From an optimization exercise on the open Yosys and OpenROAD flow, aimed at small area and a short achievable clock period; shortcuts taken in it are not production practice.
Power is estimated from default activity; no workload was simulated.

== rev 12 ==
==> flow/design.v <==
`default_nettype none
package flash_pkg;
  localparam logic [7:0] FLASH_OP_READ = 8'h03;
  typedef struct packed {
    logic [7:0]  opcode;
    logic [23:0] addr;       
  } flash_cmd_fields_t;
  typedef union packed {
    flash_cmd_fields_t f;
    logic [3:0][7:0]   bytes;
  } flash_cmd_u;
  typedef enum logic [2:0] {
    CMD,
    ADDR_HI,
    ADDR_MID,
    ADDR_LO,
    DUMMY,
    DATA_HI,
    DATA_LO
  } reader_phase_e;
endpackage
`default_nettype wire
`default_nettype none
package imem_pkg;
  localparam int INSTR_W = 16;
  typedef logic [INSTR_W-1:0] instr_t;
  typedef logic [6-1:0] iaddr_t;
endpackage
`default_nettype wire
`default_nettype none
`timescale 1ns/1ps
module spi_flash_reader (
  input  logic       clk,
  input  logic       rst_n,
  input  logic       clken,
  output logic       ins,        
  output logic [3:0] bit_j,      
  output logic       ready,
  output logic       spi_cs,
  output logic       spi_sclk,
  output logic       spi_mosi,
  input  logic       spi_miso
);
  localparam logic [10:0] HDR_START = 11'd2008;
  localparam logic [10:0] LAST_BIT  = 11'd1023;
  localparam logic [5:0]  WAIT0     = 6'd47;
  logic [10:0] q;
  logic        got;        
  logic        last;       
  logic [5:0]  wait_n;     
  logic        fall;
  logic        done;
  logic        data_fall;
  logic        active;
  logic        mosi_next;
  logic        got_n;
  logic [10:0] q_n;
  logic [5:0]  wait_nn;
  assign bit_j  = q[3:0];
  assign active = !ready && !spi_cs;
  assign done      = clken && active && last && (got || ins);
  assign fall      = clken && active && spi_sclk && (q[10] || ((got || ins) && !last));
  assign data_fall = fall && !q[10];
  assign mosi_next = (q == HDR_START + 11'd5) || (q == HDR_START + 11'd6) ||
                     (q == HDR_START + 11'd10);
  assign q_n     = fall ? q + 11'd1 : q;
  assign got_n   = !fall && (got || ins);
  assign wait_nn = !data_fall ? wait_n + 6'd1 :
                   ((q[4:0] == 5'h1f) ? wait_n - 6'd2 : wait_n - 6'd1);
  always_ff @(posedge clk) begin
    if (!rst_n) begin
      q        <= HDR_START;
      got      <= 1'b0;
      last     <= 1'b0;
      wait_n   <= WAIT0;
      ins      <= 1'b0;
      ready    <= 1'b0;
      spi_cs   <= 1'b1;
      spi_sclk <= 1'b1;
      spi_mosi <= 1'b0;
    end else begin
      q      <= q_n;
      got    <= got_n;
      wait_n <= wait_nn;
      if (fall) begin
        last <= (q == LAST_BIT - 11'd1);
      end
      ins <= !done && (active || (clken && spi_cs && !ready)) && !q_n[10] && !got_n &&
             (wait_nn == 6'd0);
      if (done) begin
        ready    <= 1'b1;
        spi_cs   <= 1'b1;
        spi_sclk <= 1'b1;
      end else if (clken && !ready) begin
        if (spi_cs) begin
          spi_cs   <= 1'b0;            
          spi_sclk <= 1'b0;
          spi_mosi <= 1'b0;
        end else if (!spi_sclk) begin
          spi_sclk <= 1'b1;
        end else if (fall) begin
          spi_sclk <= 1'b0;
          spi_mosi <= mosi_next;
        end
      end
    end
  end
endmodule
`default_nettype wire
`default_nettype none
`timescale 1ns/1ps
module imem_bank #(
  parameter int INS = 0
) (
  input  logic                    clk,
  input  logic                    ins,      
  input  logic                    din,
  input  logic [7:0]              sel_lo,   
  input  logic [7:0]              sel_hi,   
  input  logic                    hold,     
  output logic                    fbit      
);
  logic [64-1:0] ring;
  logic [7:0]                   grp;
  logic                         fbit_d;
  always_ff @(posedge clk) begin
    ring <= {ring[64-2:0], ring[64-1]};
    if (ins) begin
      ring[INS] <= din;
    end
  end
  for (genvar g = 0; g < 8; g++) begin : g_grp
    imem_andor8 u_grp (
      .sel (sel_lo),
      .d   (ring[8*g +: 8]),
      .y   (grp[g])
    );
  end
  imem_andor u_out (
    .sel (sel_hi),
    .d   (grp),
    .keep(hold),
    .q   (fbit),
    .y   (fbit_d)
  );
  always_ff @(posedge clk) begin
    fbit <= fbit_d;
  end
endmodule
module imem_andor8 (
  input  logic [7:0] sel,
  input  logic [7:0] d,
  output logic       y
);
  assign y = |(sel & d);
endmodule
module imem_andor (
  input  logic [7:0] sel,
  input  logic [7:0] d,
  input  logic       keep,
  input  logic       q,
  output logic       y
);
  assign y = |(sel & d) | (keep & q);
endmodule
`default_nettype wire
`default_nettype none
`timescale 1ns/1ps
module boot_rom (
  input  logic             clk,
  input  logic             rst_n,
  input  logic             clken,
  input  imem_pkg::iaddr_t fetch_addr,
  output imem_pkg::instr_t instruction,
  output logic             ready,
  input  logic             spi_miso,
  output logic             spi_cs,
  output logic             spi_sclk,
  output logic             spi_mosi
);
  localparam logic [5:0] PHASE0 = 6'd46;
  imem_pkg::iaddr_t phase, phase_n;
  logic [3:0]       dlo, dhi;
  logic [2:0]       a_lo, a_hi;
  localparam int LO_LANES = 4;
  logic [imem_pkg::INSTR_W/LO_LANES-1:0][7:0] sel_lo;
  logic [7:0][2:0]  lo_match;
  logic [7:0]       sel_hi, late;
  logic             take;
  logic             hold;
  logic             ins;
  logic [3:0]       bit_j;
  assign a_lo = fetch_addr[3:1];
  assign a_hi = {fetch_addr[0], fetch_addr[5:4]};
  assign phase_n = !rst_n ? PHASE0 : phase + 6'd1;
  function automatic logic [3:0] diff_bits(input logic [2:0] p);
    diff_bits = {p[2] ^ (p[1:0] != 2'd3), p[2] ^ !p[1], p[2] ^ (p[1:0] == 2'd0), p[1] ^ !p[0]};
  endfunction
  always_ff @(posedge clk) begin
    phase <= phase_n;
    dlo   <= diff_bits(phase_n[2:0]);
    dhi   <= diff_bits(phase_n[5:3]);
    for (int x = 1; x < 8; x++) begin
      late[x] <= (3'(x) > phase_n[2:0]);    
    end
  end
  assign late[0] = 1'b0;
  imem_addr_dec u_dec (
    .a_lo  (a_lo),
    .a_hi  (a_hi),
    .phase (phase),
    .dlo   (dlo),
    .dhi   (dhi),
    .late  (late),
    .take  (take),
    .lo_match(lo_match),
    .sel_hi(sel_hi)
  );
  for (genvar k = 0; k < imem_pkg::INSTR_W / LO_LANES; k++) begin : g_lo_sel
    imem_lo_sel u_lo_sel (
      .lo_match(lo_match),
      .sel_lo  (sel_lo[k])
    );
  end
  assign take = rst_n && clken && ready;
  assign hold = rst_n && !(clken && ready);
  spi_flash_reader u_reader (
    .clk     (clk),
    .rst_n   (rst_n),
    .clken   (clken),
    .ins     (ins),
    .bit_j   (bit_j),
    .ready   (ready),
    .spi_cs  (spi_cs),
    .spi_sclk(spi_sclk),
    .spi_mosi(spi_mosi),
    .spi_miso(spi_miso)
  );
  for (genvar b = 0; b < imem_pkg::INSTR_W; b++) begin : g_lane
    imem_bank #(.INS(2 * (imem_pkg::INSTR_W - 1 - b))) u_lane (
      .clk (clk),
      .ins (ins && (bit_j == 4'(imem_pkg::INSTR_W - 1 - b))),
      .din (spi_miso),
      .sel_lo(sel_lo[b / LO_LANES]),
      .sel_hi(sel_hi),
      .hold  (hold),
      .fbit  (instruction[b])
    );
  end
endmodule
module imem_addr_dec (
  input  logic [2:0] a_lo,
  input  logic [2:0] a_hi,
  input  logic [5:0] phase,
  input  logic [3:0] dlo,
  input  logic [3:0] dhi,
  input  logic [7:0] late,     
  input  logic       take,
  output logic [7:0][2:0] lo_match,   
  output logic [7:0] sel_hi
);
  logic [7:0] hi0, a_lo_hot;
  logic       borrow;
  function automatic logic [2:0] minus(input logic [2:0] p, input logic [3:0] d, input int x);
    logic b2;
    case (x % 4)
      0: b2 = p[2];
      1: b2 = d[1];
      2: b2 = d[2];
      default: b2 = d[3];
    endcase
    minus = {b2 ^ 1'((x / 4) % 2), ((x % 2) ? d[0] : p[1]) ^ 1'((x / 2) % 2), p[0] ^ 1'(x % 2)};
  endfunction
  always_comb begin
    for (int x = 0; x < 8; x++) begin
      lo_match[x] = ~(a_lo ^ minus(phase[2:0], dlo, x));     
      hi0[x]      = (a_hi == minus(phase[5:3], dhi, x));    
      a_lo_hot[x] = (a_lo == 3'(x));
    end
  end
  imem_andor8 u_borrow (
    .sel(a_lo_hot),
    .d  (late),
    .y  (borrow)
  );
  imem_hsel u_hsel (
    .hi0   (hi0),
    .borrow(borrow),
    .take  (take),
    .sel_hi(sel_hi)
  );
endmodule
module imem_lo_sel (
  input  logic [7:0][2:0] lo_match,
  output logic [7:0]      sel_lo
);
  always_comb begin
    for (int x = 0; x < 8; x++) begin
      sel_lo[x] = &lo_match[x];
    end
  end
endmodule
module imem_hsel (
  input  logic [7:0] hi0,
  input  logic       borrow,
  input  logic       take,
  output logic [7:0] sel_hi
);
  logic take0, take1;
  assign take0 = take && !borrow;
  assign take1 = take && borrow;
  always_comb begin
    for (int g = 0; g < 8; g++) begin
      sel_hi[g] = (take0 && hi0[g]) || (take1 && hi0[(g + 1) % 8]);
    end
  end
endmodule
`default_nettype wire
Settings: LEC_CHECK=0, CAP_MARGIN=20, CORE_MARGIN=2, CORE_UTILIZATION=65, CTS_CLUSTER_DIAMETER=100, CTS_CLUSTER_SIZE=30, SETUP_SLACK_MARGIN=2.0, SLEW_MARGIN=20, SYNTH_HIERARCHICAL=1, TNS_END_PERCENT=10; clock period 4.0 ns.
run.sh (not shown) runs the stock make flow with config.mk's settings and CLKGATE_MAP_FILE= SYNTH_SCRIPT=/design/flow/synth_recipe.tcl, a recipe that flattens the netlist after the stock synthesis.
The inputs of rev 13 differ from those of rev 12 as listed below.
--- a/flow/design.v
+++ b/flow/design.v
@@ -182,10 +182,7 @@
   imem_pkg::iaddr_t phase, phase_n;
   logic [3:0]       dlo, dhi;
   logic [2:0]       a_lo, a_hi;
-  localparam int LO_LANES = 4;
-  logic [imem_pkg::INSTR_W/LO_LANES-1:0][7:0] sel_lo;
-  logic [7:0][2:0]  lo_match;
-  logic [7:0]       sel_hi, late;
+  logic [7:0]       sel_lo, sel_hi, hi0, late;
   logic             take;
   logic             hold;
   logic             ins;
@@ -213,15 +210,9 @@
     .dhi   (dhi),
     .late  (late),
     .take  (take),
-    .lo_match(lo_match),
+    .sel_lo(sel_lo),
     .sel_hi(sel_hi)
   );
-  for (genvar k = 0; k < imem_pkg::INSTR_W / LO_LANES; k++) begin : g_lo_sel
-    imem_lo_sel u_lo_sel (
-      .lo_match(lo_match),
-      .sel_lo  (sel_lo[k])
-    );
-  end
   assign take = rst_n && clken && ready;
   assign hold = rst_n && !(clken && ready);
   spi_flash_reader u_reader (
@@ -241,7 +232,7 @@
       .clk (clk),
       .ins (ins && (bit_j == 4'(imem_pkg::INSTR_W - 1 - b))),
       .din (spi_miso),
-      .sel_lo(sel_lo[b / LO_LANES]),
+      .sel_lo(sel_lo),
       .sel_hi(sel_hi),
       .hold  (hold),
       .fbit  (instruction[b])
@@ -256,7 +247,7 @@
   input  logic [3:0] dhi,
   input  logic [7:0] late,     
   input  logic       take,
-  output logic [7:0][2:0] lo_match,   
+  output logic [7:0] sel_lo,
   output logic [7:0] sel_hi
 );
   logic [7:0] hi0, a_lo_hot;
@@ -273,7 +264,7 @@
   endfunction
   always_comb begin
     for (int x = 0; x < 8; x++) begin
-      lo_match[x] = ~(a_lo ^ minus(phase[2:0], dlo, x));     
+      sel_lo[x]   = (a_lo == minus(phase[2:0], dlo, x));    
       hi0[x]      = (a_hi == minus(phase[5:3], dhi, x));    
       a_lo_hot[x] = (a_lo == 3'(x));
     end
@@ -283,36 +274,6 @@
     .d  (late),
     .y  (borrow)
   );
-  imem_hsel u_hsel (
-    .hi0   (hi0),
-    .borrow(borrow),
-    .take  (take),
-    .sel_hi(sel_hi)
-  );
-endmodule
-module imem_lo_sel (
-  input  logic [7:0][2:0] lo_match,
-  output logic [7:0]      sel_lo
-);
-  always_comb begin
-    for (int x = 0; x < 8; x++) begin
-      sel_lo[x] = &lo_match[x];
-    end
-  end
-endmodule
-module imem_hsel (
-  input  logic [7:0] hi0,
-  input  logic       borrow,
-  input  logic       take,
-  output logic [7:0] sel_hi
-);
-  logic take0, take1;
-  assign take0 = take && !borrow;
-  assign take1 = take && borrow;
-  always_comb begin
-    for (int g = 0; g < 8; g++) begin
-      sel_hi[g] = (take0 && hi0[g]) || (take1 && hi0[(g + 1) % 8]);
-    end
-  end
-endmodule
-`default_nettype wire
+  assign sel_hi = take ? (borrow ? {hi0[0], hi0[7:1]} : hi0) : 8'h00;
+endmodule
+`default_nettype wire
## What came out
- Looking at post-synthesis to final-layout area growth across rev 12 and rev 13, the one that comes out lower is rev 13.
- Global-route usage is higher on rev 12
- The final reports for rev 13 and rev 12 show initial DRC count lower in the former.
- Rev 13 ended up with a higher clock share of power than rev 12 did.
- Sort rev 12 and rev 13 by ratio of final minimum period to clock period, descending, and rev 13 comes first.
- Post-route total power, rev 12 and rev 13: lower on rev 13
- Summary of rev 13 over rev 12: compound-gate portion of the synthesized area rose by 0.49 points, die area has decreased.
- Synthesized cell count (rev 13 over rev 12): decrease, 33
- Taking rev 12 as the reference, in rev 13 number of standard cells in the final layout excluding fillers -107; setup slack -0.13 ns; final area -about 2.7%; clock period minus worst slack +0.13 ns.
No run of this note included a check of the RTL's function; only the layout flow was run.

[static timing again, ports no longer ideal]
The results above use ideal ports. As a check the final layouts listed here were re-extracted and re-timed, cells and wires unchanged.
Step 1, drivers: a clkbuf_16 drives clk and a buf_2 each remaining input, both assumed.
Step 2 adds t to the input delays and takes it off the output delays; t is the mean of the earliest and latest rising clock arrival at the registers after step 1. Input paths then give back, and output paths get back, about the clock's delay inside the block.
Three values: ideal, step 1, step 2; two values: the first two.
| run | shift t [ns] | setup WS [ns] | hold WS [ns] |
|---|---|---|---|
| rev 12 | 0.674 | 1.604 / 1.614 / 0.940 | 0.318 / 0.318 / 0.318 |
| rev 13 | 0.655 | 1.473 / 1.494 / 0.840 | 0.338 / 0.338 / 0.338 |
After both steps every run listed still meets setup and hold. For rev 12, which loses most, drivers alone change the setup slack by +0.010 ns; drivers and shift together by -0.664 ns.
